This design comes from an exercise in tuning for small area, a short achievable clock period and few clock cycles per item on the open sky130 flow, not from production work. At most, simulation tests tie the RTL to the original design; equivalence was not proved. For run 1, only the layout was checked, not whether the RTL still works.

==> flow/design.v (outline; a module is shown in full before it is edited, if it fits) <==
// module rpq_palette_regs: 75 lines
// module rpq_distance_lane: 768 lines
// module rpq_argmin_tree: 59 lines
// module redmean_palette_quantizer: 145 lines
module redmean_palette_quantizer #(
    parameter int PALETTE_ENTRIES = 8
)
(
    input  logic        clk,
    input  logic        rst_n,
    input  logic        in_valid,
    output logic        in_stall,
    input  logic [7:0]  red,
    input  logic [7:0]  green,
    input  logic [7:0]  blue,
    output logic        out_valid,
    input  logic        out_stall,
    output logic [2:0]  best_index,
    input  logic        cfg_valid,
    output logic        cfg_ready,
    input  logic [2:0]  cfg_index,
    input  logic [47:0] cfg_data
);
  // ...
==> flow/run.sh <==
#!/bin/bash
# synth_recipe.tcl (not shown) runs the flow's synth.tcl, then flattens the netlist and writes it again
# the make line also repeats each setting of config.mk as NAME=value (left out here)
make -C /OpenROAD-flow-scripts/flow DESIGN_CONFIG=/design/flow/config.mk WORK_HOME=/design/flow/orfs CLKGATE_MAP_FILE= SYNTH_SCRIPT=/design/flow/synth_recipe.tcl finish
==> flow/config.mk <==
export PLATFORM = sky130hd
export DESIGN_NAME = redmean_palette_quantizer
export DESIGN_NICKNAME = redmean_palette_quantizer
export VERILOG_FILES = /design/flow/design.v
export SDC_FILE = /design/flow/constraint.sdc
export NUM_CORES = 4
export LEC_CHECK = 0
export ABC_CLOCK_PERIOD_IN_PS = 3500
export CAP_MARGIN = 20
export CORE_MARGIN = 2
export CORE_UTILIZATION = 40
export SETUP_SLACK_MARGIN = 3.5
export SLEW_MARGIN = 20
==> flow/constraint.sdc <==
create_clock -name core_clock -period 7.0 [get_ports {clk}]
set_input_delay 1.4000 -clock core_clock [delete_from_list [all_inputs] [get_ports {clk}]]
set_output_delay 1.4000 -clock core_clock [all_outputs]
set_load 0.01 [all_outputs]
==> results.toml, run 1 <==
[worst_setup_path]
cpPeakStageDelay_ps = 350
critPathLaunch = "g_lane[2].u_lane.row_b_q[0]"
worstPathMaxFanout = 6
cpLargestDelayFamily = "compound AO/OA/AOI/OAI gates"
crit_top_cell = "buf_4"
reg2regPathDepth = 41
endpoint_kind = "flip-flop"

[detailed_routing]
met3_length_um = 15900
drc = 0
num_vias = 81500

[yosys]
yosysMostFrequentCell = "inv_1"
yosys_warnings = 7
synth_edf_count = 15
ys_ff_latch = 967

[final_layout]
drive_above_1_share = 0.173
area_growth_pct = 18.2
multi_input_area_share = 0.645
nClkBuffers = 155
buf_share = 0.0593
antenna_cells = 27
final_cells = 16100
fin_nets = 15100
final_cell_mix = "inv_1, fa_1, ha_1"
final_common_cell = "inv_1"
fin_util = 0.476

[placed_design]
io_buffers = 84
pre_cts_ws_ps = -1010

[clock_tree]
cts_max_level = 3
cts-root-buf = "clkbuf_16"

[min_path]
worstHoldStart = "valid_reg[0]"

[status]
violations = "setup timing"
status = "complete, but fails checks"

[die]
ios = 86
die_y_um = 526

[grt]
grt-ovfl-total = 0
top_usage_layer = "met2"

[sta]
fin_ws_ps = -442
final.period_utilization = 1.06
fmax_ghz = 0.134
setup_violations = 15
==> module rpq_distance_lane, before the edit <==
module rpq_distance_lane
(
    input  logic        clk,
    input  logic [7:0]  red,
    input  logic [7:0]  green,
    input  logic [7:0]  blue,
    input  logic [23:0] entry,
    output logic [19:0] distance
);
    logic [7:0]  pal_r, pal_g, pal_b;
    logic [8:0]  t_r, t_g, t_b;
    logic [8:0]  red_sum;
    logic [7:0]  rm;
    logic [15:0] sq_r, sq_g, sq_b;
    logic [15:0] sq_r_q, sq_g_q, sq_b_q;
    logic [7:0]  rm_q;
    logic [7:0]  rmc;
    logic [19:0] row_a, row_b;
    logic [19:0] row_a_q, row_b_q;
    assign pal_r = entry[23:16];
    assign pal_g = entry[15:8];
    assign pal_b = entry[7:0];
    assign t_r = {1'b0, red}   - {1'b0, pal_r};
    assign t_g = {1'b0, green} - {1'b0, pal_g};
    assign t_b = {1'b0, blue}  - {1'b0, pal_b};
    assign red_sum = {1'b0, red} + {1'b0, pal_r};
    assign rm = red_sum[8:1];
    wire p488 = t_r[0] & t_r[1];
    wire p489 = t_r[0] & t_r[2];
    wire p490 = t_r[0] & t_r[3];
    wire p491 = t_r[0] & t_r[4];
    wire p492 = t_r[0] & t_r[5];
    wire p493 = t_r[0] & t_r[6];
    wire p494 = t_r[0] & t_r[7];
    wire p495 = t_r[1] & t_r[2];
    wire p496 = t_r[1] & t_r[3];
    wire p497 = t_r[1] & t_r[4];
    wire p498 = t_r[1] & t_r[5];
    wire p499 = t_r[1] & t_r[6];
    wire p500 = t_r[1] & t_r[7];
    wire p501 = t_r[2] & t_r[3];
    wire p502 = t_r[2] & t_r[4];
    wire p503 = t_r[2] & t_r[5];
    wire p504 = t_r[2] & t_r[6];
    wire p505 = t_r[2] & t_r[7];
    wire p506 = t_r[3] & t_r[4];
    wire p507 = t_r[3] & t_r[5];
    wire p508 = t_r[3] & t_r[6];
    wire p509 = t_r[3] & t_r[7];
    wire p510 = t_r[4] & t_r[5];
    wire p511 = t_r[4] & t_r[6];
    wire p512 = t_r[4] & t_r[7];
    wire p513 = t_r[5] & t_r[6];
    wire p514 = t_r[5] & t_r[7];
    wire p515 = t_r[6] & t_r[7];
    wire p516 = ~(t_r[8] & t_r[0]);
    wire p517 = ~(t_r[8] & t_r[1]);
    wire p518 = ~(t_r[8] & t_r[2]);
    wire p519 = ~(t_r[8] & t_r[3]);
    wire p520 = ~(t_r[8] & t_r[4]);
    wire p521 = ~(t_r[8] & t_r[5]);
    wire p522 = ~(t_r[8] & t_r[6]);
    wire hs523 = t_r[2] ^ p490;
    wire hc524 = t_r[2] & p490;
    wire hs525 = p491 ^ p496;
    wire hc526 = p491 & p496;
    wire fs527 = t_r[3] ^ p492 ^ p497;
    wire fc528 = (t_r[3] & p492) | (t_r[3] & p497) | (p492 & p497);
    wire hs529 = p501 ^ hc526;
    wire hc530 = p501 & hc526;
    wire fs531 = p493 ^ p498 ^ p502;
    wire fc532 = (p493 & p498) | (p493 & p502) | (p498 & p502);
    wire hs533 = fc528 ^ fs531;
    wire hc534 = fc528 & fs531;
    wire fs535 = t_r[4] ^ p494 ^ p499;
    wire fc536 = (t_r[4] & p494) | (t_r[4] & p499) | (p494 & p499);
    wire fs537 = p503 ^ p506 ^ fc532;
    wire fc538 = (p503 & p506) | (p503 & fc532) | (p506 & fc532);
    wire hs539 = fs535 ^ hc534;
    wire hc540 = fs535 & hc534;
    wire fs541 = 1'b1 ^ p500 ^ p504;
    wire fc542 = (1'b1 & p500) | (1'b1 & p504) | (p500 & p504);
    wire fs543 = p507 ^ p516 ^ fc536;
    wire fc544 = (p507 & p516) | (p507 & fc536) | (p516 & fc536);
    wire fs545 = fs541 ^ fc538 ^ fs543;
    wire fc546 = (fs541 & fc538) | (fs541 & fs543) | (fc538 & fs543);
    wire fs547 = t_r[5] ^ p505 ^ p508;
    wire fc548 = (t_r[5] & p505) | (t_r[5] & p508) | (p505 & p508);
    wire fs549 = p510 ^ p517 ^ fc542;
    wire fc550 = (p510 & p517) | (p510 & fc542) | (p517 & fc542);
    wire fs551 = fs547 ^ fc544 ^ fs549;
    wire fc552 = (fs547 & fc544) | (fs547 & fs549) | (fc544 & fs549);
    wire fs553 = p509 ^ p511 ^ p518;
    wire fc554 = (p509 & p511) | (p509 & p518) | (p511 & p518);
    wire fs555 = fc548 ^ fs553 ^ fc550;
    wire fc556 = (fc548 & fs553) | (fc548 & fc550) | (fs553 & fc550);
    wire fs557 = t_r[6] ^ p512 ^ p513;
    wire fc558 = (t_r[6] & p512) | (t_r[6] & p513) | (p512 & p513);
    wire fs559 = p519 ^ fc554 ^ fs557;
    wire fc560 = (p519 & fc554) | (p519 & fs557) | (fc554 & fs557);
    wire fs561 = p514 ^ p520 ^ fc558;
    wire fc562 = (p514 & p520) | (p514 & fc558) | (p520 & fc558);
    wire fs563 = t_r[7] ^ p515 ^ p521;
    wire fc564 = (t_r[7] & p515) | (t_r[7] & p521) | (p515 & p521);
    assign sq_r = {p522, fc562, fc560, fc556, fc552, fc546, hc540, fs537, hc530, fs527, hc524, p495, p489, p488, 1'b0, t_r[0]} + {fc564, fs563, fs561, fs559, fs555, fs551, fs545, hs539, hs533, hs529, hs525, hs523, 1'b0, t_r[1], 1'b0, 1'b0};
    wire p565 = t_g[0] & t_g[1];
    wire p566 = t_g[0] & t_g[2];
    wire p567 = t_g[0] & t_g[3];
    wire p568 = t_g[0] & t_g[4];
    wire p569 = t_g[0] & t_g[5];
    wire p570 = t_g[0] & t_g[6];
    wire p571 = t_g[0] & t_g[7];
    wire p572 = t_g[1] & t_g[2];
    wire p573 = t_g[1] & t_g[3];
    wire p574 = t_g[1] & t_g[4];
    wire p575 = t_g[1] & t_g[5];
    wire p576 = t_g[1] & t_g[6];
    wire p577 = t_g[1] & t_g[7];
    wire p578 = t_g[2] & t_g[3];
    wire p579 = t_g[2] & t_g[4];
    wire p580 = t_g[2] & t_g[5];
    wire p581 = t_g[2] & t_g[6];
    wire p582 = t_g[2] & t_g[7];
    wire p583 = t_g[3] & t_g[4];
    wire p584 = t_g[3] & t_g[5];
    wire p585 = t_g[3] & t_g[6];
    wire p586 = t_g[3] & t_g[7];
    wire p587 = t_g[4] & t_g[5];
    wire p588 = t_g[4] & t_g[6];
    wire p589 = t_g[4] & t_g[7];
    wire p590 = t_g[5] & t_g[6];
    wire p591 = t_g[5] & t_g[7];
    wire p592 = t_g[6] & t_g[7];
    wire p593 = ~(t_g[8] & t_g[0]);
    wire p594 = ~(t_g[8] & t_g[1]);
    wire p595 = ~(t_g[8] & t_g[2]);
    wire p596 = ~(t_g[8] & t_g[3]);
    wire p597 = ~(t_g[8] & t_g[4]);
    wire p598 = ~(t_g[8] & t_g[5]);
    wire p599 = ~(t_g[8] & t_g[6]);
    wire hs600 = t_g[2] ^ p567;
    wire hc601 = t_g[2] & p567;
    wire hs602 = p568 ^ p573;
    wire hc603 = p568 & p573;
    wire fs604 = t_g[3] ^ p569 ^ p574;
    wire fc605 = (t_g[3] & p569) | (t_g[3] & p574) | (p569 & p574);
    wire hs606 = p578 ^ hc603;
    wire hc607 = p578 & hc603;
    wire fs608 = p570 ^ p575 ^ p579;
    wire fc609 = (p570 & p575) | (p570 & p579) | (p575 & p579);
    wire hs610 = fc605 ^ fs608;
    wire hc611 = fc605 & fs608;
    wire fs612 = t_g[4] ^ p571 ^ p576;
    wire fc613 = (t_g[4] & p571) | (t_g[4] & p576) | (p571 & p576);
    wire fs614 = p580 ^ p583 ^ fc609;
    wire fc615 = (p580 & p583) | (p580 & fc609) | (p583 & fc609);
    wire hs616 = fs612 ^ hc611;
    wire hc617 = fs612 & hc611;
    wire fs618 = 1'b1 ^ p577 ^ p581;
    wire fc619 = (1'b1 & p577) | (1'b1 & p581) | (p577 & p581);
    wire fs620 = p584 ^ p593 ^ fc613;
    wire fc621 = (p584 & p593) | (p584 & fc613) | (p593 & fc613);
    wire fs622 = fs618 ^ fc615 ^ fs620;
    wire fc623 = (fs618 & fc615) | (fs618 & fs620) | (fc615 & fs620);
    wire fs624 = t_g[5] ^ p582 ^ p585;
    wire fc625 = (t_g[5] & p582) | (t_g[5] & p585) | (p582 & p585);
    wire fs626 = p587 ^ p594 ^ fc619;
    wire fc627 = (p587 & p594) | (p587 & fc619) | (p594 & fc619);
    wire fs628 = fs624 ^ fc621 ^ fs626;
    wire fc629 = (fs624 & fc621) | (fs624 & fs626) | (fc621 & fs626);
    wire fs630 = p586 ^ p588 ^ p595;
    wire fc631 = (p586 & p588) | (p586 & p595) | (p588 & p595);
    wire fs632 = fc625 ^ fs630 ^ fc627;
    wire fc633 = (fc625 & fs630) | (fc625 & fc627) | (fs630 & fc627);
    wire fs634 = t_g[6] ^ p589 ^ p590;
    wire fc635 = (t_g[6] & p589) | (t_g[6] & p590) | (p589 & p590);
    wire fs636 = p596 ^ fc631 ^ fs634;
    wire fc637 = (p596 & fc631) | (p596 & fs634) | (fc631 & fs634);
    wire fs638 = p591 ^ p597 ^ fc635;
    wire fc639 = (p591 & p597) | (p591 & fc635) | (p597 & fc635);
    wire fs640 = t_g[7] ^ p592 ^ p598;
    wire fc641 = (t_g[7] & p592) | (t_g[7] & p598) | (p592 & p598);
    assign sq_g = {p599, fc639, fc637, fc633, fc629, fc623, hc617, fs614, hc607, fs604, hc601, p572, p566, p565, 1'b0, t_g[0]} + {fc641, fs640, fs638, fs636, fs632, fs628, fs622, hs616, hs610, hs606, hs602, hs600, 1'b0, t_g[1], 1'b0, 1'b0};
    wire p642 = t_b[0] & t_b[1];
    wire p643 = t_b[0] & t_b[2];
    wire p644 = t_b[0] & t_b[3];
    wire p645 = t_b[0] & t_b[4];
    wire p646 = t_b[0] & t_b[5];
    wire p647 = t_b[0] & t_b[6];
    wire p648 = t_b[0] & t_b[7];
    wire p649 = t_b[1] & t_b[2];
    wire p650 = t_b[1] & t_b[3];
    wire p651 = t_b[1] & t_b[4];
    wire p652 = t_b[1] & t_b[5];
    wire p653 = t_b[1] & t_b[6];
    wire p654 = t_b[1] & t_b[7];
    wire p655 = t_b[2] & t_b[3];
    wire p656 = t_b[2] & t_b[4];
    wire p657 = t_b[2] & t_b[5];
    wire p658 = t_b[2] & t_b[6];
    wire p659 = t_b[2] & t_b[7];
    wire p660 = t_b[3] & t_b[4];
    wire p661 = t_b[3] & t_b[5];
    wire p662 = t_b[3] & t_b[6];
    wire p663 = t_b[3] & t_b[7];
    wire p664 = t_b[4] & t_b[5];
    wire p665 = t_b[4] & t_b[6];
    wire p666 = t_b[4] & t_b[7];
    wire p667 = t_b[5] & t_b[6];
    wire p668 = t_b[5] & t_b[7];
    wire p669 = t_b[6] & t_b[7];
    wire p670 = ~(t_b[8] & t_b[0]);
    wire p671 = ~(t_b[8] & t_b[1]);
    wire p672 = ~(t_b[8] & t_b[2]);
    wire p673 = ~(t_b[8] & t_b[3]);
    wire p674 = ~(t_b[8] & t_b[4]);
    wire p675 = ~(t_b[8] & t_b[5]);
    wire p676 = ~(t_b[8] & t_b[6]);
    wire hs677 = t_b[2] ^ p644;
    wire hc678 = t_b[2] & p644;
    wire hs679 = p645 ^ p650;
    wire hc680 = p645 & p650;
    wire fs681 = t_b[3] ^ p646 ^ p651;
    wire fc682 = (t_b[3] & p646) | (t_b[3] & p651) | (p646 & p651);
    wire hs683 = p655 ^ hc680;
    wire hc684 = p655 & hc680;
    wire fs685 = p647 ^ p652 ^ p656;
    wire fc686 = (p647 & p652) | (p647 & p656) | (p652 & p656);
    wire hs687 = fc682 ^ fs685;
    wire hc688 = fc682 & fs685;
    wire fs689 = t_b[4] ^ p648 ^ p653;
    wire fc690 = (t_b[4] & p648) | (t_b[4] & p653) | (p648 & p653);
    wire fs691 = p657 ^ p660 ^ fc686;
    wire fc692 = (p657 & p660) | (p657 & fc686) | (p660 & fc686);
    wire hs693 = fs689 ^ hc688;
    wire hc694 = fs689 & hc688;
    wire fs695 = 1'b1 ^ p654 ^ p658;
    wire fc696 = (1'b1 & p654) | (1'b1 & p658) | (p654 & p658);
    wire fs697 = p661 ^ p670 ^ fc690;
    wire fc698 = (p661 & p670) | (p661 & fc690) | (p670 & fc690);
    wire fs699 = fs695 ^ fc692 ^ fs697;
    wire fc700 = (fs695 & fc692) | (fs695 & fs697) | (fc692 & fs697);
    wire fs701 = t_b[5] ^ p659 ^ p662;
    wire fc702 = (t_b[5] & p659) | (t_b[5] & p662) | (p659 & p662);
    wire fs703 = p664 ^ p671 ^ fc696;
    wire fc704 = (p664 & p671) | (p664 & fc696) | (p671 & fc696);
    wire fs705 = fs701 ^ fc698 ^ fs703;
    wire fc706 = (fs701 & fc698) | (fs701 & fs703) | (fc698 & fs703);
    wire fs707 = p663 ^ p665 ^ p672;
    wire fc708 = (p663 & p665) | (p663 & p672) | (p665 & p672);
    wire fs709 = fc702 ^ fs707 ^ fc704;
    wire fc710 = (fc702 & fs707) | (fc702 & fc704) | (fs707 & fc704);
    wire fs711 = t_b[6] ^ p666 ^ p667;
    wire fc712 = (t_b[6] & p666) | (t_b[6] & p667) | (p666 & p667);
    wire fs713 = p673 ^ fc708 ^ fs711;
    wire fc714 = (p673 & fc708) | (p673 & fs711) | (fc708 & fs711);
    wire fs715 = p668 ^ p674 ^ fc712;
    wire fc716 = (p668 & p674) | (p668 & fc712) | (p674 & fc712);
    wire fs717 = t_b[7] ^ p669 ^ p675;
    wire fc718 = (t_b[7] & p669) | (t_b[7] & p675) | (p669 & p675);
    assign sq_b = {p676, fc716, fc714, fc710, fc706, fc700, hc694, fs691, hc684, fs681, hc678, p649, p643, p642, 1'b0, t_b[0]} + {fc718, fs717, fs715, fs713, fs709, fs705, fs699, hs693, hs687, hs683, hs679, hs677, 1'b0, t_b[1], 1'b0, 1'b0};
    always_ff @(posedge clk)
    begin
        sq_r_q <= sq_r;
        sq_g_q <= sq_g;
        sq_b_q <= sq_b;
        rm_q   <= rm;
    end
    assign rmc = ~rm_q;
    wire p0 = rm_q[0] & sq_r_q[0];
    wire p1 = rm_q[0] & sq_r_q[1];
    wire p2 = rm_q[0] & sq_r_q[2];
    wire p3 = rm_q[0] & sq_r_q[3];
    wire p4 = rm_q[0] & sq_r_q[4];
    wire p5 = rm_q[0] & sq_r_q[5];
    wire p6 = rm_q[0] & sq_r_q[6];
    wire p7 = rm_q[0] & sq_r_q[7];
    wire p8 = rm_q[1] & sq_r_q[0];
    wire p9 = rm_q[1] & sq_r_q[1];
    wire p10 = rm_q[1] & sq_r_q[2];
    wire p11 = rm_q[1] & sq_r_q[3];
    wire p12 = rm_q[1] & sq_r_q[4];
    wire p13 = rm_q[1] & sq_r_q[5];
    wire p14 = rm_q[1] & sq_r_q[6];
    wire p15 = rm_q[2] & sq_r_q[0];
    wire p16 = rm_q[2] & sq_r_q[1];
    wire p17 = rm_q[2] & sq_r_q[2];
    wire p18 = rm_q[2] & sq_r_q[3];
    wire p19 = rm_q[2] & sq_r_q[4];
    wire p20 = rm_q[2] & sq_r_q[5];
    wire p21 = rm_q[3] & sq_r_q[0];
    wire p22 = rm_q[3] & sq_r_q[1];
    wire p23 = rm_q[3] & sq_r_q[2];
    wire p24 = rm_q[3] & sq_r_q[3];
    wire p25 = rm_q[3] & sq_r_q[4];
    wire p26 = rm_q[4] & sq_r_q[0];
    wire p27 = rm_q[4] & sq_r_q[1];
    wire p28 = rm_q[4] & sq_r_q[2];
    wire p29 = rm_q[4] & sq_r_q[3];
    wire p30 = rm_q[5] & sq_r_q[0];
    wire p31 = rm_q[5] & sq_r_q[1];
    wire p32 = rm_q[5] & sq_r_q[2];
    wire p33 = rm_q[6] & sq_r_q[0];
    wire p34 = rm_q[6] & sq_r_q[1];
    wire p35 = rm_q[7] & sq_r_q[0];
    wire p36 = rmc[0] & sq_b_q[0];
    wire p37 = rmc[0] & sq_b_q[1];
    wire p38 = rmc[0] & sq_b_q[2];
    wire p39 = rmc[0] & sq_b_q[3];
    wire p40 = rmc[0] & sq_b_q[4];
    wire p41 = rmc[0] & sq_b_q[5];
    wire p42 = rmc[0] & sq_b_q[6];
    wire p43 = rmc[0] & sq_b_q[7];
    wire p44 = rmc[1] & sq_b_q[0];
    wire p45 = rmc[1] & sq_b_q[1];
    wire p46 = rmc[1] & sq_b_q[2];
    wire p47 = rmc[1] & sq_b_q[3];
    wire p48 = rmc[1] & sq_b_q[4];
    wire p49 = rmc[1] & sq_b_q[5];
    wire p50 = rmc[1] & sq_b_q[6];
    wire p51 = rmc[2] & sq_b_q[0];
    wire p52 = rmc[2] & sq_b_q[1];
    wire p53 = rmc[2] & sq_b_q[2];
    wire p54 = rmc[2] & sq_b_q[3];
    wire p55 = rmc[2] & sq_b_q[4];
    wire p56 = rmc[2] & sq_b_q[5];
    wire p57 = rmc[3] & sq_b_q[0];
    wire p58 = rmc[3] & sq_b_q[1];
    wire p59 = rmc[3] & sq_b_q[2];
    wire p60 = rmc[3] & sq_b_q[3];
    wire p61 = rmc[3] & sq_b_q[4];
    wire p62 = rmc[4] & sq_b_q[0];
    wire p63 = rmc[4] & sq_b_q[1];
    wire p64 = rmc[4] & sq_b_q[2];
    wire p65 = rmc[4] & sq_b_q[3];
    wire p66 = rmc[5] & sq_b_q[0];
    wire p67 = rmc[5] & sq_b_q[1];
    wire p68 = rmc[5] & sq_b_q[2];
    wire p69 = rmc[6] & sq_b_q[0];
    wire p70 = rmc[6] & sq_b_q[1];
    wire p71 = rmc[7] & sq_b_q[0];
    wire m72 = rm_q[0] ? sq_r_q[8] : sq_b_q[8];
    wire m73 = rm_q[0] ? sq_r_q[9] : sq_b_q[9];
    wire m74 = rm_q[0] ? sq_r_q[10] : sq_b_q[10];
    wire m75 = rm_q[0] ? sq_r_q[11] : sq_b_q[11];
    wire m76 = rm_q[0] ? sq_r_q[12] : sq_b_q[12];
    wire m77 = rm_q[0] ? sq_r_q[13] : sq_b_q[13];
    wire m78 = rm_q[0] ? sq_r_q[14] : sq_b_q[14];
    wire m79 = rm_q[0] ? sq_r_q[15] : sq_b_q[15];
    wire m80 = rm_q[1] ? sq_r_q[7] : sq_b_q[7];
    wire m81 = rm_q[1] ? sq_r_q[8] : sq_b_q[8];
    wire m82 = rm_q[1] ? sq_r_q[9] : sq_b_q[9];
    wire m83 = rm_q[1] ? sq_r_q[10] : sq_b_q[10];
    wire m84 = rm_q[1] ? sq_r_q[11] : sq_b_q[11];
    wire m85 = rm_q[1] ? sq_r_q[12] : sq_b_q[12];
    wire m86 = rm_q[1] ? sq_r_q[13] : sq_b_q[13];
    wire m87 = rm_q[1] ? sq_r_q[14] : sq_b_q[14];
    wire m88 = rm_q[1] ? sq_r_q[15] : sq_b_q[15];
    wire m89 = rm_q[2] ? sq_r_q[6] : sq_b_q[6];
    wire m90 = rm_q[2] ? sq_r_q[7] : sq_b_q[7];
    wire m91 = rm_q[2] ? sq_r_q[8] : sq_b_q[8];
    wire m92 = rm_q[2] ? sq_r_q[9] : sq_b_q[9];
    wire m93 = rm_q[2] ? sq_r_q[10] : sq_b_q[10];
    wire m94 = rm_q[2] ? sq_r_q[11] : sq_b_q[11];
    wire m95 = rm_q[2] ? sq_r_q[12] : sq_b_q[12];
    wire m96 = rm_q[2] ? sq_r_q[13] : sq_b_q[13];
    wire m97 = rm_q[2] ? sq_r_q[14] : sq_b_q[14];
    wire m98 = rm_q[2] ? sq_r_q[15] : sq_b_q[15];
    wire m99 = rm_q[3] ? sq_r_q[5] : sq_b_q[5];
    wire m100 = rm_q[3] ? sq_r_q[6] : sq_b_q[6];
    wire m101 = rm_q[3] ? sq_r_q[7] : sq_b_q[7];
    wire m102 = rm_q[3] ? sq_r_q[8] : sq_b_q[8];
    wire m103 = rm_q[3] ? sq_r_q[9] : sq_b_q[9];
    wire m104 = rm_q[3] ? sq_r_q[10] : sq_b_q[10];
    wire m105 = rm_q[3] ? sq_r_q[11] : sq_b_q[11];
    wire m106 = rm_q[3] ? sq_r_q[12] : sq_b_q[12];
    wire m107 = rm_q[3] ? sq_r_q[13] : sq_b_q[13];
    wire m108 = rm_q[3] ? sq_r_q[14] : sq_b_q[14];
    wire m109 = rm_q[3] ? sq_r_q[15] : sq_b_q[15];
    wire m110 = rm_q[4] ? sq_r_q[4] : sq_b_q[4];
    wire m111 = rm_q[4] ? sq_r_q[5] : sq_b_q[5];
    wire m112 = rm_q[4] ? sq_r_q[6] : sq_b_q[6];
    wire m113 = rm_q[4] ? sq_r_q[7] : sq_b_q[7];
    wire m114 = rm_q[4] ? sq_r_q[8] : sq_b_q[8];
    wire m115 = rm_q[4] ? sq_r_q[9] : sq_b_q[9];
    wire m116 = rm_q[4] ? sq_r_q[10] : sq_b_q[10];
    wire m117 = rm_q[4] ? sq_r_q[11] : sq_b_q[11];
    wire m118 = rm_q[4] ? sq_r_q[12] : sq_b_q[12];
    wire m119 = rm_q[4] ? sq_r_q[13] : sq_b_q[13];
    wire m120 = rm_q[4] ? sq_r_q[14] : sq_b_q[14];
    wire m121 = rm_q[4] ? sq_r_q[15] : sq_b_q[15];
    wire m122 = rm_q[5] ? sq_r_q[3] : sq_b_q[3];
    wire m123 = rm_q[5] ? sq_r_q[4] : sq_b_q[4];
    wire m124 = rm_q[5] ? sq_r_q[5] : sq_b_q[5];
    wire m125 = rm_q[5] ? sq_r_q[6] : sq_b_q[6];
    wire m126 = rm_q[5] ? sq_r_q[7] : sq_b_q[7];
    wire m127 = rm_q[5] ? sq_r_q[8] : sq_b_q[8];
    wire m128 = rm_q[5] ? sq_r_q[9] : sq_b_q[9];
    wire m129 = rm_q[5] ? sq_r_q[10] : sq_b_q[10];
    wire m130 = rm_q[5] ? sq_r_q[11] : sq_b_q[11];
    wire m131 = rm_q[5] ? sq_r_q[12] : sq_b_q[12];
    wire m132 = rm_q[5] ? sq_r_q[13] : sq_b_q[13];
    wire m133 = rm_q[5] ? sq_r_q[14] : sq_b_q[14];
    wire m134 = rm_q[5] ? sq_r_q[15] : sq_b_q[15];
    wire m135 = rm_q[6] ? sq_r_q[2] : sq_b_q[2];
    wire m136 = rm_q[6] ? sq_r_q[3] : sq_b_q[3];
    wire m137 = rm_q[6] ? sq_r_q[4] : sq_b_q[4];
    wire m138 = rm_q[6] ? sq_r_q[5] : sq_b_q[5];
    wire m139 = rm_q[6] ? sq_r_q[6] : sq_b_q[6];
    wire m140 = rm_q[6] ? sq_r_q[7] : sq_b_q[7];
    wire m141 = rm_q[6] ? sq_r_q[8] : sq_b_q[8];
    wire m142 = rm_q[6] ? sq_r_q[9] : sq_b_q[9];
    wire m143 = rm_q[6] ? sq_r_q[10] : sq_b_q[10];
    wire m144 = rm_q[6] ? sq_r_q[11] : sq_b_q[11];
    wire m145 = rm_q[6] ? sq_r_q[12] : sq_b_q[12];
    wire m146 = rm_q[6] ? sq_r_q[13] : sq_b_q[13];
    wire m147 = rm_q[6] ? sq_r_q[14] : sq_b_q[14];
    wire m148 = rm_q[6] ? sq_r_q[15] : sq_b_q[15];
    wire m149 = rm_q[7] ? sq_r_q[1] : sq_b_q[1];
    wire m150 = rm_q[7] ? sq_r_q[2] : sq_b_q[2];
    wire m151 = rm_q[7] ? sq_r_q[3] : sq_b_q[3];
    wire m152 = rm_q[7] ? sq_r_q[4] : sq_b_q[4];
    wire m153 = rm_q[7] ? sq_r_q[5] : sq_b_q[5];
    wire m154 = rm_q[7] ? sq_r_q[6] : sq_b_q[6];
    wire m155 = rm_q[7] ? sq_r_q[7] : sq_b_q[7];
    wire m156 = rm_q[7] ? sq_r_q[8] : sq_b_q[8];
    wire m157 = rm_q[7] ? sq_r_q[9] : sq_b_q[9];
    wire m158 = rm_q[7] ? sq_r_q[10] : sq_b_q[10];
    wire m159 = rm_q[7] ? sq_r_q[11] : sq_b_q[11];
    wire m160 = rm_q[7] ? sq_r_q[12] : sq_b_q[12];
    wire m161 = rm_q[7] ? sq_r_q[13] : sq_b_q[13];
    wire m162 = rm_q[7] ? sq_r_q[14] : sq_b_q[14];
    wire m163 = rm_q[7] ? sq_r_q[15] : sq_b_q[15];
    wire hs164 = p2 ^ p9;
    wire hc165 = p2 & p9;
    wire fs166 = p3 ^ p10 ^ p16;
    wire fc167 = (p3 & p10) | (p3 & p16) | (p10 & p16);
    wire hs168 = p21 ^ hc165;
    wire hc169 = p21 & hc165;
    wire fs170 = p4 ^ p11 ^ p17;
    wire fc171 = (p4 & p11) | (p4 & p17) | (p11 & p17);
    wire fs172 = p22 ^ p26 ^ fc167;
    wire fc173 = (p22 & p26) | (p22 & fc167) | (p26 & fc167);
    wire hs174 = fs170 ^ hc169;
    wire hc175 = fs170 & hc169;
    wire fs176 = p5 ^ p12 ^ p18;
    wire fc177 = (p5 & p12) | (p5 & p18) | (p12 & p18);
    wire fs178 = p23 ^ p27 ^ p30;
    wire fc179 = (p23 & p27) | (p23 & p30) | (p27 & p30);
    wire fs180 = fc171 ^ fs176 ^ fs178;
    wire fc181 = (fc171 & fs176) | (fc171 & fs178) | (fs176 & fs178);
    wire hs182 = fc173 ^ hc175;
    wire hc183 = fc173 & hc175;
    wire fs184 = p6 ^ p13 ^ p19;
    wire fc185 = (p6 & p13) | (p6 & p19) | (p13 & p19);
    wire fs186 = p24 ^ p28 ^ p31;
    wire fc187 = (p24 & p28) | (p24 & p31) | (p28 & p31);
    wire fs188 = p33 ^ fc177 ^ fc179;
    wire fc189 = (p33 & fc177) | (p33 & fc179) | (fc177 & fc179);
    wire fs190 = fs184 ^ fs186 ^ fc181;
    wire fc191 = (fs184 & fs186) | (fs184 & fc181) | (fs186 & fc181);
    wire hs192 = fs188 ^ hc183;
    wire hc193 = fs188 & hc183;
    wire fs194 = p7 ^ p14 ^ p20;
    wire fc195 = (p7 & p14) | (p7 & p20) | (p14 & p20);
    wire fs196 = p25 ^ p29 ^ p32;
    wire fc197 = (p25 & p29) | (p25 & p32) | (p29 & p32);
    wire fs198 = p34 ^ p35 ^ fc185;
    wire fc199 = (p34 & p35) | (p34 & fc185) | (p35 & fc185);
    wire fs200 = fc187 ^ fs194 ^ fs196;
    wire fc201 = (fc187 & fs194) | (fc187 & fs196) | (fs194 & fs196);
    wire fs202 = fc189 ^ fs198 ^ fs200;
    wire fc203 = (fc189 & fs198) | (fc189 & fs200) | (fs198 & fs200);
    wire hs204 = fc191 ^ fs202;
    wire hc205 = fc191 & fs202;
    wire [8:0] lowsum0 = {1'b0, {hc193, fs190, fs180, fs172, fs166, p15, p1, p0}} + {1'b0, {hs204, hs192, hs182, hs174, hs168, hs164, p8, 1'b0}};
    wire hs206 = p38 ^ p45;
    wire hc207 = p38 & p45;
    wire fs208 = p39 ^ p46 ^ p52;
    wire fc209 = (p39 & p46) | (p39 & p52) | (p46 & p52);
    wire hs210 = p57 ^ hc207;
    wire hc211 = p57 & hc207;
    wire fs212 = p40 ^ p47 ^ p53;
    wire fc213 = (p40 & p47) | (p40 & p53) | (p47 & p53);
    wire fs214 = p58 ^ p62 ^ fc209;
    wire fc215 = (p58 & p62) | (p58 & fc209) | (p62 & fc209);
    wire hs216 = fs212 ^ hc211;
    wire hc217 = fs212 & hc211;
    wire fs218 = p41 ^ p48 ^ p54;
    wire fc219 = (p41 & p48) | (p41 & p54) | (p48 & p54);
    wire fs220 = p59 ^ p63 ^ p66;
    wire fc221 = (p59 & p63) | (p59 & p66) | (p63 & p66);
    wire fs222 = fc213 ^ fs218 ^ fs220;
    wire fc223 = (fc213 & fs218) | (fc213 & fs220) | (fs218 & fs220);
    wire hs224 = fc215 ^ hc217;
    wire hc225 = fc215 & hc217;
    wire fs226 = p42 ^ p49 ^ p55;
    wire fc227 = (p42 & p49) | (p42 & p55) | (p49 & p55);
    wire fs228 = p60 ^ p64 ^ p67;
    wire fc229 = (p60 & p64) | (p60 & p67) | (p64 & p67);
    wire fs230 = p69 ^ fc219 ^ fc221;
    wire fc231 = (p69 & fc219) | (p69 & fc221) | (fc219 & fc221);
    wire fs232 = fs226 ^ fs228 ^ fc223;
    wire fc233 = (fs226 & fs228) | (fs226 & fc223) | (fs228 & fc223);
    wire hs234 = fs230 ^ hc225;
    wire hc235 = fs230 & hc225;
    wire fs236 = p43 ^ p50 ^ p56;
    wire fc237 = (p43 & p50) | (p43 & p56) | (p50 & p56);
    wire fs238 = p61 ^ p65 ^ p68;
    wire fc239 = (p61 & p65) | (p61 & p68) | (p65 & p68);
    wire fs240 = p70 ^ p71 ^ fc227;
    wire fc241 = (p70 & p71) | (p70 & fc227) | (p71 & fc227);
    wire fs242 = fc229 ^ fs236 ^ fs238;
    wire fc243 = (fc229 & fs236) | (fc229 & fs238) | (fs236 & fs238);
    wire fs244 = fc231 ^ fs240 ^ fs242;
    wire fc245 = (fc231 & fs240) | (fc231 & fs242) | (fs240 & fs242);
    wire hs246 = fc233 ^ fs244;
    wire hc247 = fc233 & fs244;
    wire [8:0] lowsum1 = {1'b0, {hc235, fs232, fs222, fs214, fs208, p51, p37, p36}} + {1'b0, {hs246, hs234, hs224, hs216, hs210, hs206, p44, 1'b0}};
    wire fs248 = m72 ^ m80 ^ m89;
    wire fc249 = (m72 & m80) | (m72 & m89) | (m80 & m89);
    wire fs250 = m99 ^ m110 ^ m122;
    wire fc251 = (m99 & m110) | (m99 & m122) | (m110 & m122);
    wire fs252 = m135 ^ m149 ^ fc195;
    wire fc253 = (m135 & m149) | (m135 & fc195) | (m149 & fc195);
    wire fs254 = fc197 ^ fc237 ^ fc239;
    wire fc255 = (fc197 & fc237) | (fc197 & fc239) | (fc237 & fc239);
    wire fs256 = fs248 ^ fs250 ^ fc199;
    wire fc257 = (fs248 & fs250) | (fs248 & fc199) | (fs250 & fc199);
    wire fs258 = fc241 ^ fc201 ^ fc243;
    wire fc259 = (fc241 & fc201) | (fc241 & fc243) | (fc201 & fc243);
    wire fs260 = fs252 ^ fs254 ^ fs256;
    wire fc261 = (fs252 & fs254) | (fs252 & fs256) | (fs254 & fs256);
    wire fs262 = fs258 ^ fc203 ^ fc245;
    wire fc263 = (fs258 & fc203) | (fs258 & fc245) | (fc203 & fc245);
    wire fs264 = hc205 ^ hc247 ^ fs260;
    wire fc265 = (hc205 & hc247) | (hc205 & fs260) | (hc247 & fs260);
    wire fs266 = fs262 ^ fs264 ^ lowsum0[8];
    wire fc267 = (fs262 & fs264) | (fs262 & lowsum0[8]) | (fs264 & lowsum0[8]);
    wire fs268 = sq_r_q[0] ^ sq_b_q[0] ^ m73;
    wire fc269 = (sq_r_q[0] & sq_b_q[0]) | (sq_r_q[0] & m73) | (sq_b_q[0] & m73);
    wire fs270 = m81 ^ m90 ^ m100;
    wire fc271 = (m81 & m90) | (m81 & m100) | (m90 & m100);
    wire fs272 = m111 ^ m123 ^ m136;
    wire fc273 = (m111 & m123) | (m111 & m136) | (m123 & m136);
    wire fs274 = m150 ^ fc249 ^ fc251;
    wire fc275 = (m150 & fc249) | (m150 & fc251) | (fc249 & fc251);
    wire fs276 = fs268 ^ fs270 ^ fs272;
    wire fc277 = (fs268 & fs270) | (fs268 & fs272) | (fs270 & fs272);
    wire fs278 = fc253 ^ fc255 ^ fs274;
    wire fc279 = (fc253 & fc255) | (fc253 & fs274) | (fc255 & fs274);
    wire fs280 = fs276 ^ fc257 ^ fc259;
    wire fc281 = (fs276 & fc257) | (fs276 & fc259) | (fc257 & fc259);
    wire fs282 = fs278 ^ fc261 ^ fs280;
    wire fc283 = (fs278 & fc261) | (fs278 & fs280) | (fc261 & fs280);
    wire fs284 = fc263 ^ fc265 ^ fs282;
    wire fc285 = (fc263 & fc265) | (fc263 & fs282) | (fc265 & fs282);
    wire fs286 = sq_r_q[1] ^ sq_b_q[1] ^ sq_g_q[0];
    wire fc287 = (sq_r_q[1] & sq_b_q[1]) | (sq_r_q[1] & sq_g_q[0]) | (sq_b_q[1] & sq_g_q[0]);
    wire fs288 = m74 ^ m82 ^ m91;
    wire fc289 = (m74 & m82) | (m74 & m91) | (m82 & m91);
    wire fs290 = m101 ^ m112 ^ m124;
    wire fc291 = (m101 & m112) | (m101 & m124) | (m112 & m124);
    wire fs292 = m137 ^ m151 ^ fs286;
    wire fc293 = (m137 & m151) | (m137 & fs286) | (m151 & fs286);
    wire fs294 = fc269 ^ fc271 ^ fc273;
    wire fc295 = (fc269 & fc271) | (fc269 & fc273) | (fc271 & fc273);
    wire fs296 = fs288 ^ fs290 ^ fs292;
    wire fc297 = (fs288 & fs290) | (fs288 & fs292) | (fs290 & fs292);
    wire fs298 = fc275 ^ fc277 ^ fs294;
    wire fc299 = (fc275 & fc277) | (fc275 & fs294) | (fc277 & fs294);
    wire fs300 = fs296 ^ fc279 ^ fs298;
    wire fc301 = (fs296 & fc279) | (fs296 & fs298) | (fc279 & fs298);
    wire fs302 = fc281 ^ fs300 ^ fc283;
    wire fc303 = (fc281 & fs300) | (fc281 & fc283) | (fs300 & fc283);
    wire fs304 = sq_r_q[2] ^ sq_b_q[2] ^ sq_g_q[1];
    wire fc305 = (sq_r_q[2] & sq_b_q[2]) | (sq_r_q[2] & sq_g_q[1]) | (sq_b_q[2] & sq_g_q[1]);
    wire fs306 = m75 ^ m83 ^ m92;
    wire fc307 = (m75 & m83) | (m75 & m92) | (m83 & m92);
    wire fs308 = m102 ^ m113 ^ m125;
    wire fc309 = (m102 & m113) | (m102 & m125) | (m113 & m125);
    wire fs310 = m138 ^ m152 ^ fc287;
    wire fc311 = (m138 & m152) | (m138 & fc287) | (m152 & fc287);
    wire fs312 = fs304 ^ fc289 ^ fc291;
    wire fc313 = (fs304 & fc289) | (fs304 & fc291) | (fc289 & fc291);
    wire fs314 = fs306 ^ fs308 ^ fc293;
    wire fc315 = (fs306 & fs308) | (fs306 & fc293) | (fs308 & fc293);
    wire fs316 = fs310 ^ fc295 ^ fs312;
    wire fc317 = (fs310 & fc295) | (fs310 & fs312) | (fc295 & fs312);
    wire fs318 = fc297 ^ fs314 ^ fc299;
    wire fc319 = (fc297 & fs314) | (fc297 & fc299) | (fs314 & fc299);
    wire fs320 = fs316 ^ fs318 ^ fc301;
    wire fc321 = (fs316 & fs318) | (fs316 & fc301) | (fs318 & fc301);
    wire fs322 = sq_r_q[3] ^ sq_b_q[3] ^ sq_g_q[2];
    wire fc323 = (sq_r_q[3] & sq_b_q[3]) | (sq_r_q[3] & sq_g_q[2]) | (sq_b_q[3] & sq_g_q[2]);
    wire fs324 = m76 ^ m84 ^ m93;
    wire fc325 = (m76 & m84) | (m76 & m93) | (m84 & m93);
    wire fs326 = m103 ^ m114 ^ m126;
    wire fc327 = (m103 & m114) | (m103 & m126) | (m114 & m126);
    wire fs328 = m139 ^ m153 ^ fc305;
    wire fc329 = (m139 & m153) | (m139 & fc305) | (m153 & fc305);
    wire fs330 = fs322 ^ fc307 ^ fc309;
    wire fc331 = (fs322 & fc307) | (fs322 & fc309) | (fc307 & fc309);
    wire fs332 = fs324 ^ fs326 ^ fc311;
    wire fc333 = (fs324 & fs326) | (fs324 & fc311) | (fs326 & fc311);
    wire fs334 = fs328 ^ fc313 ^ fs330;
    wire fc335 = (fs328 & fc313) | (fs328 & fs330) | (fc313 & fs330);
    wire fs336 = fc315 ^ fs332 ^ fc317;
    wire fc337 = (fc315 & fs332) | (fc315 & fc317) | (fs332 & fc317);
    wire fs338 = fs334 ^ fc319 ^ fs336;
    wire fc339 = (fs334 & fc319) | (fs334 & fs336) | (fc319 & fs336);
    wire fs340 = sq_r_q[4] ^ sq_b_q[4] ^ sq_g_q[3];
    wire fc341 = (sq_r_q[4] & sq_b_q[4]) | (sq_r_q[4] & sq_g_q[3]) | (sq_b_q[4] & sq_g_q[3]);
    wire fs342 = m77 ^ m85 ^ m94;
    wire fc343 = (m77 & m85) | (m77 & m94) | (m85 & m94);
    wire fs344 = m104 ^ m115 ^ m127;
    wire fc345 = (m104 & m115) | (m104 & m127) | (m115 & m127);
    wire fs346 = m140 ^ m154 ^ fc323;
    wire fc347 = (m140 & m154) | (m140 & fc323) | (m154 & fc323);
    wire fs348 = fs340 ^ fc325 ^ fc327;
    wire fc349 = (fs340 & fc325) | (fs340 & fc327) | (fc325 & fc327);
    wire fs350 = fs342 ^ fs344 ^ fc329;
    wire fc351 = (fs342 & fs344) | (fs342 & fc329) | (fs344 & fc329);
    wire fs352 = fs346 ^ fc331 ^ fs348;
    wire fc353 = (fs346 & fc331) | (fs346 & fs348) | (fc331 & fs348);
    wire fs354 = fc333 ^ fs350 ^ fc335;
    wire fc355 = (fc333 & fs350) | (fc333 & fc335) | (fs350 & fc335);
    wire fs356 = fs352 ^ fc337 ^ fs354;
    wire fc357 = (fs352 & fc337) | (fs352 & fs354) | (fc337 & fs354);
    wire fs358 = sq_r_q[5] ^ sq_b_q[5] ^ sq_g_q[4];
    wire fc359 = (sq_r_q[5] & sq_b_q[5]) | (sq_r_q[5] & sq_g_q[4]) | (sq_b_q[5] & sq_g_q[4]);
    wire fs360 = m78 ^ m86 ^ m95;
    wire fc361 = (m78 & m86) | (m78 & m95) | (m86 & m95);
    wire fs362 = m105 ^ m116 ^ m128;
    wire fc363 = (m105 & m116) | (m105 & m128) | (m116 & m128);
    wire fs364 = m141 ^ m155 ^ fc341;
    wire fc365 = (m141 & m155) | (m141 & fc341) | (m155 & fc341);
    wire fs366 = fs358 ^ fc343 ^ fc345;
    wire fc367 = (fs358 & fc343) | (fs358 & fc345) | (fc343 & fc345);
    wire fs368 = fs360 ^ fs362 ^ fc347;
    wire fc369 = (fs360 & fs362) | (fs360 & fc347) | (fs362 & fc347);
    wire fs370 = fs364 ^ fc349 ^ fs366;
    wire fc371 = (fs364 & fc349) | (fs364 & fs366) | (fc349 & fs366);
    wire fs372 = fc351 ^ fs368 ^ fc353;
    wire fc373 = (fc351 & fs368) | (fc351 & fc353) | (fs368 & fc353);
    wire fs374 = fs370 ^ fc355 ^ fs372;
    wire fc375 = (fs370 & fc355) | (fs370 & fs372) | (fc355 & fs372);
    wire fs376 = sq_r_q[6] ^ sq_b_q[6] ^ sq_g_q[5];
    wire fc377 = (sq_r_q[6] & sq_b_q[6]) | (sq_r_q[6] & sq_g_q[5]) | (sq_b_q[6] & sq_g_q[5]);
    wire fs378 = m79 ^ m87 ^ m96;
    wire fc379 = (m79 & m87) | (m79 & m96) | (m87 & m96);
    wire fs380 = m106 ^ m117 ^ m129;
    wire fc381 = (m106 & m117) | (m106 & m129) | (m117 & m129);
    wire fs382 = m142 ^ m156 ^ fc359;
    wire fc383 = (m142 & m156) | (m142 & fc359) | (m156 & fc359);
    wire fs384 = fs376 ^ fc361 ^ fc363;
    wire fc385 = (fs376 & fc361) | (fs376 & fc363) | (fc361 & fc363);
    wire fs386 = fs378 ^ fs380 ^ fc365;
    wire fc387 = (fs378 & fs380) | (fs378 & fc365) | (fs380 & fc365);
    wire fs388 = fs382 ^ fc367 ^ fs384;
    wire fc389 = (fs382 & fc367) | (fs382 & fs384) | (fc367 & fs384);
    wire fs390 = fc369 ^ fs386 ^ fc371;
    wire fc391 = (fc369 & fs386) | (fc369 & fc371) | (fs386 & fc371);
    wire fs392 = fs388 ^ fc373 ^ fs390;
    wire fc393 = (fs388 & fc373) | (fs388 & fs390) | (fc373 & fs390);
    wire fs394 = sq_r_q[7] ^ sq_b_q[7] ^ sq_g_q[6];
    wire fc395 = (sq_r_q[7] & sq_b_q[7]) | (sq_r_q[7] & sq_g_q[6]) | (sq_b_q[7] & sq_g_q[6]);
    wire fs396 = m88 ^ m97 ^ m107;
    wire fc397 = (m88 & m97) | (m88 & m107) | (m97 & m107);
    wire fs398 = m118 ^ m130 ^ m143;
    wire fc399 = (m118 & m130) | (m118 & m143) | (m130 & m143);
    wire fs400 = m157 ^ fc377 ^ fs394;
    wire fc401 = (m157 & fc377) | (m157 & fs394) | (fc377 & fs394);
    wire fs402 = fc379 ^ fc381 ^ fs396;
    wire fc403 = (fc379 & fc381) | (fc379 & fs396) | (fc381 & fs396);
    wire fs404 = fs398 ^ fc383 ^ fs400;
    wire fc405 = (fs398 & fc383) | (fs398 & fs400) | (fc383 & fs400);
    wire fs406 = fc385 ^ fs402 ^ fc387;
    wire fc407 = (fc385 & fs402) | (fc385 & fc387) | (fs402 & fc387);
    wire fs408 = fs404 ^ fc389 ^ fs406;
    wire fc409 = (fs404 & fc389) | (fs404 & fs406) | (fc389 & fs406);
    wire hs410 = fc391 ^ fs408;
    wire hc411 = fc391 & fs408;
    wire fs412 = sq_r_q[8] ^ sq_b_q[8] ^ sq_g_q[7];
    wire fc413 = (sq_r_q[8] & sq_b_q[8]) | (sq_r_q[8] & sq_g_q[7]) | (sq_b_q[8] & sq_g_q[7]);
    wire fs414 = m98 ^ m108 ^ m119;
    wire fc415 = (m98 & m108) | (m98 & m119) | (m108 & m119);
    wire fs416 = m131 ^ m144 ^ m158;
    wire fc417 = (m131 & m144) | (m131 & m158) | (m144 & m158);
    wire fs418 = fc395 ^ fs412 ^ fc397;
    wire fc419 = (fc395 & fs412) | (fc395 & fc397) | (fs412 & fc397);
    wire fs420 = fc399 ^ fs414 ^ fs416;
    wire fc421 = (fc399 & fs414) | (fc399 & fs416) | (fs414 & fs416);
    wire fs422 = fc401 ^ fc403 ^ fs418;
    wire fc423 = (fc401 & fc403) | (fc401 & fs418) | (fc403 & fs418);
    wire fs424 = fs420 ^ fc405 ^ fs422;
    wire fc425 = (fs420 & fc405) | (fs420 & fs422) | (fc405 & fs422);
    wire fs426 = fc407 ^ fs424 ^ fc409;
    wire fc427 = (fc407 & fs424) | (fc407 & fc409) | (fs424 & fc409);
    wire fs428 = sq_r_q[9] ^ sq_b_q[9] ^ sq_g_q[8];
    wire fc429 = (sq_r_q[9] & sq_b_q[9]) | (sq_r_q[9] & sq_g_q[8]) | (sq_b_q[9] & sq_g_q[8]);
    wire fs430 = m109 ^ m120 ^ m132;
    wire fc431 = (m109 & m120) | (m109 & m132) | (m120 & m132);
    wire fs432 = m145 ^ m159 ^ fc413;
    wire fc433 = (m145 & m159) | (m145 & fc413) | (m159 & fc413);
    wire fs434 = fs428 ^ fc415 ^ fc417;
    wire fc435 = (fs428 & fc415) | (fs428 & fc417) | (fc415 & fc417);
    wire fs436 = fs430 ^ fs432 ^ fc419;
    wire fc437 = (fs430 & fs432) | (fs430 & fc419) | (fs432 & fc419);
    wire fs438 = fc421 ^ fs434 ^ fc423;
    wire fc439 = (fc421 & fs434) | (fc421 & fc423) | (fs434 & fc423);
    wire fs440 = fs436 ^ fs438 ^ fc425;
    wire fc441 = (fs436 & fs438) | (fs436 & fc425) | (fs438 & fc425);
    wire fs442 = sq_r_q[10] ^ sq_b_q[10] ^ sq_g_q[9];
    wire fc443 = (sq_r_q[10] & sq_b_q[10]) | (sq_r_q[10] & sq_g_q[9]) | (sq_b_q[10] & sq_g_q[9]);
    wire fs444 = m121 ^ m133 ^ m146;
    wire fc445 = (m121 & m133) | (m121 & m146) | (m133 & m146);
    wire fs446 = m160 ^ fc429 ^ fs442;
    wire fc447 = (m160 & fc429) | (m160 & fs442) | (fc429 & fs442);
    wire fs448 = fc431 ^ fs444 ^ fc433;
    wire fc449 = (fc431 & fs444) | (fc431 & fc433) | (fs444 & fc433);
    wire fs450 = fs446 ^ fc435 ^ fs448;
    wire fc451 = (fs446 & fc435) | (fs446 & fs448) | (fc435 & fs448);
    wire fs452 = fc437 ^ fs450 ^ fc439;
    wire fc453 = (fc437 & fs450) | (fc437 & fc439) | (fs450 & fc439);
    wire fs454 = sq_r_q[11] ^ sq_b_q[11] ^ sq_g_q[10];
    wire fc455 = (sq_r_q[11] & sq_b_q[11]) | (sq_r_q[11] & sq_g_q[10]) | (sq_b_q[11] & sq_g_q[10]);
    wire fs456 = m134 ^ m147 ^ m161;
    wire fc457 = (m134 & m147) | (m134 & m161) | (m147 & m161);
    wire fs458 = fc443 ^ fs454 ^ fc445;
    wire fc459 = (fc443 & fs454) | (fc443 & fc445) | (fs454 & fc445);
    wire fs460 = fs456 ^ fc447 ^ fs458;
    wire fc461 = (fs456 & fc447) | (fs456 & fs458) | (fc447 & fs458);
    wire fs462 = fc449 ^ fs460 ^ fc451;
    wire fc463 = (fc449 & fs460) | (fc449 & fc451) | (fs460 & fc451);
    wire fs464 = sq_r_q[12] ^ sq_b_q[12] ^ sq_g_q[11];
    wire fc465 = (sq_r_q[12] & sq_b_q[12]) | (sq_r_q[12] & sq_g_q[11]) | (sq_b_q[12] & sq_g_q[11]);
    wire fs466 = m148 ^ m162 ^ fc455;
    wire fc467 = (m148 & m162) | (m148 & fc455) | (m162 & fc455);
    wire fs468 = fs464 ^ fc457 ^ fs466;
    wire fc469 = (fs464 & fc457) | (fs464 & fs466) | (fc457 & fs466);
    wire fs470 = fc459 ^ fs468 ^ fc461;
    wire fc471 = (fc459 & fs468) | (fc459 & fc461) | (fs468 & fc461);
    wire fs472 = sq_r_q[13] ^ sq_b_q[13] ^ sq_g_q[12];
    wire fc473 = (sq_r_q[13] & sq_b_q[13]) | (sq_r_q[13] & sq_g_q[12]) | (sq_b_q[13] & sq_g_q[12]);
    wire fs474 = m163 ^ fc465 ^ fs472;
    wire fc475 = (m163 & fc465) | (m163 & fs472) | (fc465 & fs472);
    wire fs476 = fc467 ^ fs474 ^ fc469;
    wire fc477 = (fc467 & fs474) | (fc467 & fc469) | (fs474 & fc469);
    wire fs478 = sq_r_q[14] ^ sq_b_q[14] ^ sq_g_q[13];
    wire fc479 = (sq_r_q[14] & sq_b_q[14]) | (sq_r_q[14] & sq_g_q[13]) | (sq_b_q[14] & sq_g_q[13]);
    wire fs480 = fc473 ^ fs478 ^ fc475;
    wire fc481 = (fc473 & fs478) | (fc473 & fc475) | (fs478 & fc475);
    wire fs482 = sq_r_q[15] ^ sq_b_q[15] ^ sq_g_q[14];
    wire fc483 = (sq_r_q[15] & sq_b_q[15]) | (sq_r_q[15] & sq_g_q[14]) | (sq_b_q[15] & sq_g_q[14]);
    wire hs484 = fc479 ^ fs482;
    wire hc485 = fc479 & fs482;
    wire hs486 = sq_g_q[15] ^ fc483;
    wire hc487 = sq_g_q[15] & fc483;
    assign row_a = {1'b0, hc487, hc485, fc481, fc477, fc471, fc463, fc453, fc441, fc427, hc411, fc393, fc375, fc357, fc339, fc321, fc303, fc285, fc267, lowsum1[8]};
    assign row_b = {1'b0, 1'b0, hs486, hs484, fs480, fs476, fs470, fs462, fs452, fs440, fs426, hs410, fs392, fs374, fs356, fs338, fs320, fs302, fs284, fs266};
    always_ff @(posedge clk)
    begin
        row_a_q <= row_a;
        row_b_q <= row_b;
    end
    assign distance = row_a_q + row_b_q;
endmodule
==> module rpq_argmin_tree, before the edit <==
module rpq_argmin_tree
(
    input  logic [159:0] distances,
    input  logic [7:0]   live,
    output logic [2:0]   best_index
);
    localparam int DIST_W = 20;
    logic [3:0]        odd_wins;
    logic [DIST_W-1:0] pair_dist [4];
    logic [3:0]        pair_live;
    logic [3:0]        nearer [4];
    logic [3:0]        win;
    always_comb
    begin
        for (int k = 0; k < 4; k++)
        begin
            odd_wins[k]  = live[2*k+1] &&
                           (distances[(2*k+1)*DIST_W +: DIST_W] < distances[(2*k)*DIST_W +: DIST_W]);
            pair_dist[k] = odd_wins[k] ? distances[(2*k+1)*DIST_W +: DIST_W]
                                       : distances[(2*k)*DIST_W +: DIST_W];
            pair_live[k] = live[2*k];
        end
        for (int i = 0; i < 4; i++)
        begin
            nearer[i] = '0;
            for (int j = i + 1; j < 4; j++)
            begin
                nearer[i][j] = pair_dist[j] < pair_dist[i];
            end
        end
        for (int i = 0; i < 4; i++)
        begin
            win[i] = pair_live[i];
            for (int j = 0; j < i; j++)
            begin
                win[i] = win[i] & nearer[j][i];
            end
            for (int j = i + 1; j < 4; j++)
            begin
                win[i] = win[i] & !(pair_live[j] & nearer[i][j]);
            end
        end
        best_index = 3'd0;
        for (int k = 1; k < 4; k++)
        begin
            if (win[k])
            begin
                best_index[2:1] = best_index[2:1] | 2'(k);
            end
        end
        for (int k = 0; k < 4; k++)
        begin
            if (win[k])
            begin
                best_index[0] = best_index[0] | odd_wins[k];
            end
        end
    end
endmodule
==> run 2, diff against run 1 <==
--- a/flow/design.v
+++ b/flow/design.v
@@ -83,8 +83,9 @@
     output logic [19:0] distance
 );
     logic [7:0]  pal_r, pal_g, pal_b;
-    logic [8:0]  t_r, t_g, t_b;
+    logic [8:0]  t_r_next, t_g_next, t_b_next;
     logic [8:0]  red_sum;
+    logic [8:0]  t_r, t_g, t_b;
     logic [7:0]  rm;
     logic [15:0] sq_r, sq_g, sq_b;
     logic [15:0] sq_r_q, sq_g_q, sq_b_q;
@@ -95,11 +96,17 @@
     assign pal_r = entry[23:16];
     assign pal_g = entry[15:8];
     assign pal_b = entry[7:0];
-    assign t_r = {1'b0, red}   - {1'b0, pal_r};
-    assign t_g = {1'b0, green} - {1'b0, pal_g};
-    assign t_b = {1'b0, blue}  - {1'b0, pal_b};
-    assign red_sum = {1'b0, red} + {1'b0, pal_r};
-    assign rm = red_sum[8:1];
+    assign t_r_next = {1'b0, red}   - {1'b0, pal_r};
+    assign t_g_next = {1'b0, green} - {1'b0, pal_g};
+    assign t_b_next = {1'b0, blue}  - {1'b0, pal_b};
+    assign red_sum  = {1'b0, red} + {1'b0, pal_r};
+    always_ff @(posedge clk)
+    begin
+        t_r <= t_r_next;
+        t_g <= t_g_next;
+        t_b <= t_b_next;
+        rm  <= red_sum[8:1];
+    end
     wire p488 = t_r[0] & t_r[1];
     wire p489 = t_r[0] & t_r[2];
     wire p490 = t_r[0] & t_r[3];
@@ -843,24 +850,38 @@
 endmodule
 module rpq_argmin_tree
 (
+    input  logic         clk,
     input  logic [159:0] distances,
     input  logic [7:0]   live,
     output logic [2:0]   best_index
 );
     localparam int DIST_W = 20;
-    logic [3:0]        odd_wins;
-    logic [DIST_W-1:0] pair_dist [4];
-    logic [3:0]        pair_live;
-    logic [3:0]        nearer [4];
-    logic [3:0]        win;
+    logic [3:0]          odd_wins;
+    logic [4*DIST_W-1:0] pair_dist;
+    logic [3:0]          odd_wins_q;
+    logic [4*DIST_W-1:0] pair_dist_q;
+    logic [3:0]          pair_live;
+    logic [3:0]          nearer [4];
+    logic [3:0]          win;
     always_comb
     begin
         for (int k = 0; k < 4; k++)
         begin
             odd_wins[k]  = live[2*k+1] &&
                            (distances[(2*k+1)*DIST_W +: DIST_W] < distances[(2*k)*DIST_W +: DIST_W]);
-            pair_dist[k] = odd_wins[k] ? distances[(2*k+1)*DIST_W +: DIST_W]
+            pair_dist[k*DIST_W +: DIST_W] = odd_wins[k] ? distances[(2*k+1)*DIST_W +: DIST_W]
                                        : distances[(2*k)*DIST_W +: DIST_W];
+        end
+    end
+    always_ff @(posedge clk)
+    begin
+        odd_wins_q  <= odd_wins;
+        pair_dist_q <= pair_dist;
+    end
+    always_comb
+    begin
+        for (int k = 0; k < 4; k++)
+        begin
             pair_live[k] = live[2*k];
         end
         for (int i = 0; i < 4; i++)
@@ -868,7 +889,7 @@
             nearer[i] = '0;
             for (int j = i + 1; j < 4; j++)
             begin
-                nearer[i][j] = pair_dist[j] < pair_dist[i];
+                nearer[i][j] = pair_dist_q[j*DIST_W +: DIST_W] < pair_dist_q[i*DIST_W +: DIST_W];
             end
         end
         for (int i = 0; i < 4; i++)
@@ -895,7 +916,7 @@
         begin
             if (win[k])
             begin
-                best_index[0] = best_index[0] | odd_wins[k];
+                best_index[0] = best_index[0] | odd_wins_q[k];
             end
         end
     end
@@ -920,7 +941,7 @@
     input  logic [47:0] cfg_data
 );
     localparam int DIST_W = 20;
-    localparam int PIPE_STAGES = 3;
+    localparam int PIPE_STAGES = 4;
     localparam int MAX_FLIGHT = PIPE_STAGES + 2;
     localparam int QUEUE_LEN  = MAX_FLIGHT;
     logic [PALETTE_ENTRIES*24-1:0]     entry;
@@ -931,7 +952,6 @@
     logic [PIPE_STAGES-1:0] valid_reg;
     logic [2:0]             flight, flight_next;
     logic                   stall_reg;
-    logic [7:0]             red_q, green_q, blue_q;
     logic [2:0]             result;
     logic                   result_valid;
     logic [2:0]             q_idx [QUEUE_LEN];
@@ -971,12 +991,6 @@
             stall_reg <= (flight_next >= 3'(MAX_FLIGHT));
         end
     end
-    always_ff @(posedge clk)
-    begin
-        red_q   <= red;
-        green_q <= green;
-        blue_q  <= blue;
-    end
     rpq_palette_regs #(
         .PALETTE_ENTRIES (PALETTE_ENTRIES)
     ) u_palette (
@@ -992,9 +1006,9 @@
     begin : g_lane
         rpq_distance_lane u_lane (
             .clk      (clk),
-            .red      (red_q),
-            .green    (green_q),
-            .blue     (blue_q),
+            .red      (red),
+            .green    (green),
+            .blue     (blue),
             .entry    (entry[g*24 +: 24]),
             .distance (dist_lane[g*DIST_W +: DIST_W])
         );
@@ -1011,6 +1025,7 @@
         end
     end
     rpq_argmin_tree u_argmin (
+        .clk        (clk),
         .distances  (dist_all),
         .live       (live_mask),
         .best_index (result)
--- a/flow/config.mk
+++ b/flow/config.mk
@@ -5,9 +5,8 @@
 export SDC_FILE = /design/flow/constraint.sdc
 export NUM_CORES = 4
 export LEC_CHECK = 0
-export ABC_CLOCK_PERIOD_IN_PS = 3500
 export CAP_MARGIN = 20
 export CORE_MARGIN = 2
 export CORE_UTILIZATION = 40
-export SETUP_SLACK_MARGIN = 3.5
+export SETUP_SLACK_MARGIN = 3.0
 export SLEW_MARGIN = 20
==> run 2 against run 1 <==
Now clean on timing, DRC and antenna. Final cell count grew 1.0%. Worst setup slack gained 3000 ps. Highest routed layer unchanged.
==> results.toml, run 2 <==
[final_layout]
stdcell_area_sq_um = 131000
drive_above_1_share = 0.0932
final_cell_mix = "inv_1, fa_1, ha_1"
final_common_cell = "inv_1"
fin_nets = 14900
area_growth_pct = 11.0
largest_reg_flops = 192
fill_cells = 28100

[clock_tree]
cts_tree = "done"
cts-root-buf = "clkbuf_16"
clk_latency_ps = 840
max-clock-path-buffers = 4
cts_made_buffers = 165
clock_sinks = 1312
cts_max_level = 4
cts_hold_buf = 0
clk_pin_slew_ps = 70

[sta]
slew_headroom = 0.187
finalHoldViolCount = 0
grt_setup_unrepaired = "yes"
final.period_utilization = 0.629
setup_violations = 0
fin_ws_ps = 2600
fmax_ghz = 0.227
finalMaxSlewViolations = 0
fin_skew_ps = 55.7
fin_tns_setup_ps = 0
finalCriticalPeriod_ps = 4400
tightest_slew_ps = 1220

[grt]
antenna_found_initial = 20
grt_pass1_vias = 82500
grt-ovfl-total = 0
grt_first_pass_wirelength_um = 484000
grtUsageTotal = 0.206
grt_max_degree = 91

[detailed_routing]
vias_per_cell = 4.96
post_drt_wl_per_cell_um = 18.9
drc = 0
totalWireLength_um = 306000
num_vias = 80400
drt_first_pass_iters = 5
dr.first_iter.drc_count = 4737
drtAntennaViolNets = 0

[yosys]
synthArstFlopShare = 0.160
synth_common_cells = "inv_1, fa_1, ha_1, dfxtp_1, nand2_1"
synth_edf_count = 18
synth_cells = 12000
ys_ff_latch = 1312
synthesis.nets = 14800
syn_area_sq_um = 118000
yosysMostFrequentCell = "inv_1"
yosysTopAreaCellShare = 0.240
yosys_warnings = 6
yosysSeqAreaShare = 0.233
synth_cell_types = 80
synthTopCellsByArea = "fa_1, dfxtp_1, ha_1"
synth_area_per_cell_sq_um = 9.80
synth.largest_area_cell = "fa_1"
synthFlopType = "dfxtp_1"

[status]
status = "finished clean"

[worst_setup_path]
reg2reg_to = "u_argmin.pair_dist_q[56]"
reg2reg_slack_ps = 2600
endpoint_kind = "flip-flop"
worstPathRequired_ps = 7730
reg2regPathDepth = 19
start_kind = "flip-flop"
worstSetupPathType = "flip-flop to flip-flop"
r2r_start = "g_lane[4].u_lane.row_a_q[1]"
worstPathMaxFanout = 8
arrival_ps = 5130
crit_end = "u_argmin.pair_dist_q[56]"
critPathLaunch = "g_lane[4].u_lane.row_a_q[1]"

[die]
dieArea_sq_um = 299000
die_y_um = 547
ios = 86
die_x_um = 547
num_rows = 199
core_sq_um = 294000
initial_core_util = 0.402

[placed_design]
place_area_sq_um = 123000
io_buffers = 84
dpl.hpwl_um = 234000
place.gp.congestion = 0.878
pre_cts_ws_ps = 2020

[job]
drv_cap = 0

[min_path]
min_path_type = "flip-flop to flip-flop"
[run 2: cell types whose count changed in the layout (fill, tap and decap cells not counted), moves of 111 or more]
cell and change:
a21oi_1 +111, a21oi_2 -200, and2_1 +298, nor2_1 -203, dfxtp_1 +321, buf_4 -615, mux2i_1 -178, mux2_2 +165
[run 2: area by class of cell]
| type | count | area (sq um) | share of cell area |
|---|---|---|---|
| Clock inverter | 75 | 896 | 0.00685 |
| Multi-Input combinational cell | 8235 | 82000 | 0.626 |
| Tap cell | 3919 | 4900 | 0.0375 |
| Inverter | 2194 | 8250 | 0.0630 |
| Antenna cell | 1 | 2.50 | 0.0000191 |
| Sequential cell | 1312 | 27600 | 0.211 |
| Timing Repair Buffer | 266 | 2530 | 0.0194 |
| Clock buffer | 218 | 4680 | 0.0358 |
[run 2: kinds of logic after synthesis]
| kind of cell | after synthesis | synth area share |
|---|---|---|
| xor+xnor | 651 | 0.0484 |
| fa+ha+maj | 2672 | 0.374 |
| mux | 767 | 0.0700 |
| flops | 1312 | 0.233 |
| buf+inv | 2488 | 0.0794 |
| other cells | 1 | 0.0000318 |
| simple gates | 2535 | 0.109 |
| compound gates | 1609 | 0.0857 |
[run 2: worst max-delay path, cell delays in order (launching register included)]
cell      delay (ps)
dfxtp_4          360
ha_4             240
a211oi_2         200
o211ai_1         140
a31o_1           250
o311a_1          310
or2_1            260
a21o_1           170
a21oi_2          120
xor2_1           250
ha_1             290
a21oi_1          130
nor2b_1           80
a311o_1          340
a31oi_2          200
o21ai_2           90
a211oi_4         240
buf_6            160
buf_12           140
mux2_2           330
[run 2: worst min-delay path by stage]
stage	slack, ps	from	cells after the start	endpoint
2_1_floorplan	310	g_lane[0].u_lane.rm[0]	0	g_lane[0].u_lane.rm_q[0]
5_1_grt	320	g_lane[4].u_lane.rm[1]	0	g_lane[4].u_lane.rm_q[1]
4_1_cts	310	g_lane[4].u_lane.rm[1]	0	g_lane[4].u_lane.rm_q[1]
6_report	320	g_lane[4].u_lane.rm[1]	0	g_lane[4].u_lane.rm_q[1]
3_3_place_gp	310	g_lane[4].u_lane.rm[6]	0	g_lane[4].u_lane.rm_q[6]
3_5_place_dp	310	g_lane[2].u_lane.rm[7]	0	g_lane[2].u_lane.rm_q[7]
[run 2: metrics by stage]
stage                     instances  hold slack [ps]   util
after detailed placement      15800              312  0.419
after global routing          16200              321  0.446
after floorplan               12000              310      -
after global placement        15800              310  0.419
final                         16200              320  0.446
after CTS                     16200              313  0.442
[run 2: repair_timing]
action / CTS / global route
buffers inserted: 70 / 26
endpoints found under the setup margin: 132 / 102
gates cloned: 5 / 5
pin swaps: 48 / 89
gates resized for setup: 105 / 210
[run 2: metal layers]
layer / wire [um] / GRT usage / vias up
met1: 140000 / 0.282 / 39700
li1: - / - / 38600
met4: 11200 / 0.0690 / 4
met2: 141000 / 0.336 / 1691
met3: 14300 / 0.0261 / 443
met5: 28 / 0 / -
Testbench counts of run 2, summed over its fixed seeds: cycles 8,232, items 8,192.

## port drivers added, routing unchanged
How much do the figures lean on ideal ports? The routed layouts below were timed once more, with nothing changed but the port constraints. Step 1 sets driving cells, clkbuf_16 on the clock port and buf_2 on the other inputs (assumed; they add their load-dependent delay and slew). Step 2 adds t to the input delays and takes it off the output delays; t is the mean of the earliest and latest rising clock arrival at the registers after step 1. Input paths then give back, and output paths get back, about the clock's delay inside the block. a / b / c = ideal ports / drivers / drivers and shift; a / b = the first two.
run	shift t [ns]	setup slack, ns	hold slack, ns	worst slew at a driven data input, ns	cell pins on the clock port's net
run 1	0.885	-0.442 / -0.442 / -0.442	0.359 / 0.359 / 0.359	0.33	1
run 2	0.928	2.597 / 2.597 / 2.359	0.320 / 0.320 / 0.320	0.17	1
For run 2, which loses most, drivers alone change the setup slack by 0.000 ns; drivers and shift together by -0.238 ns.
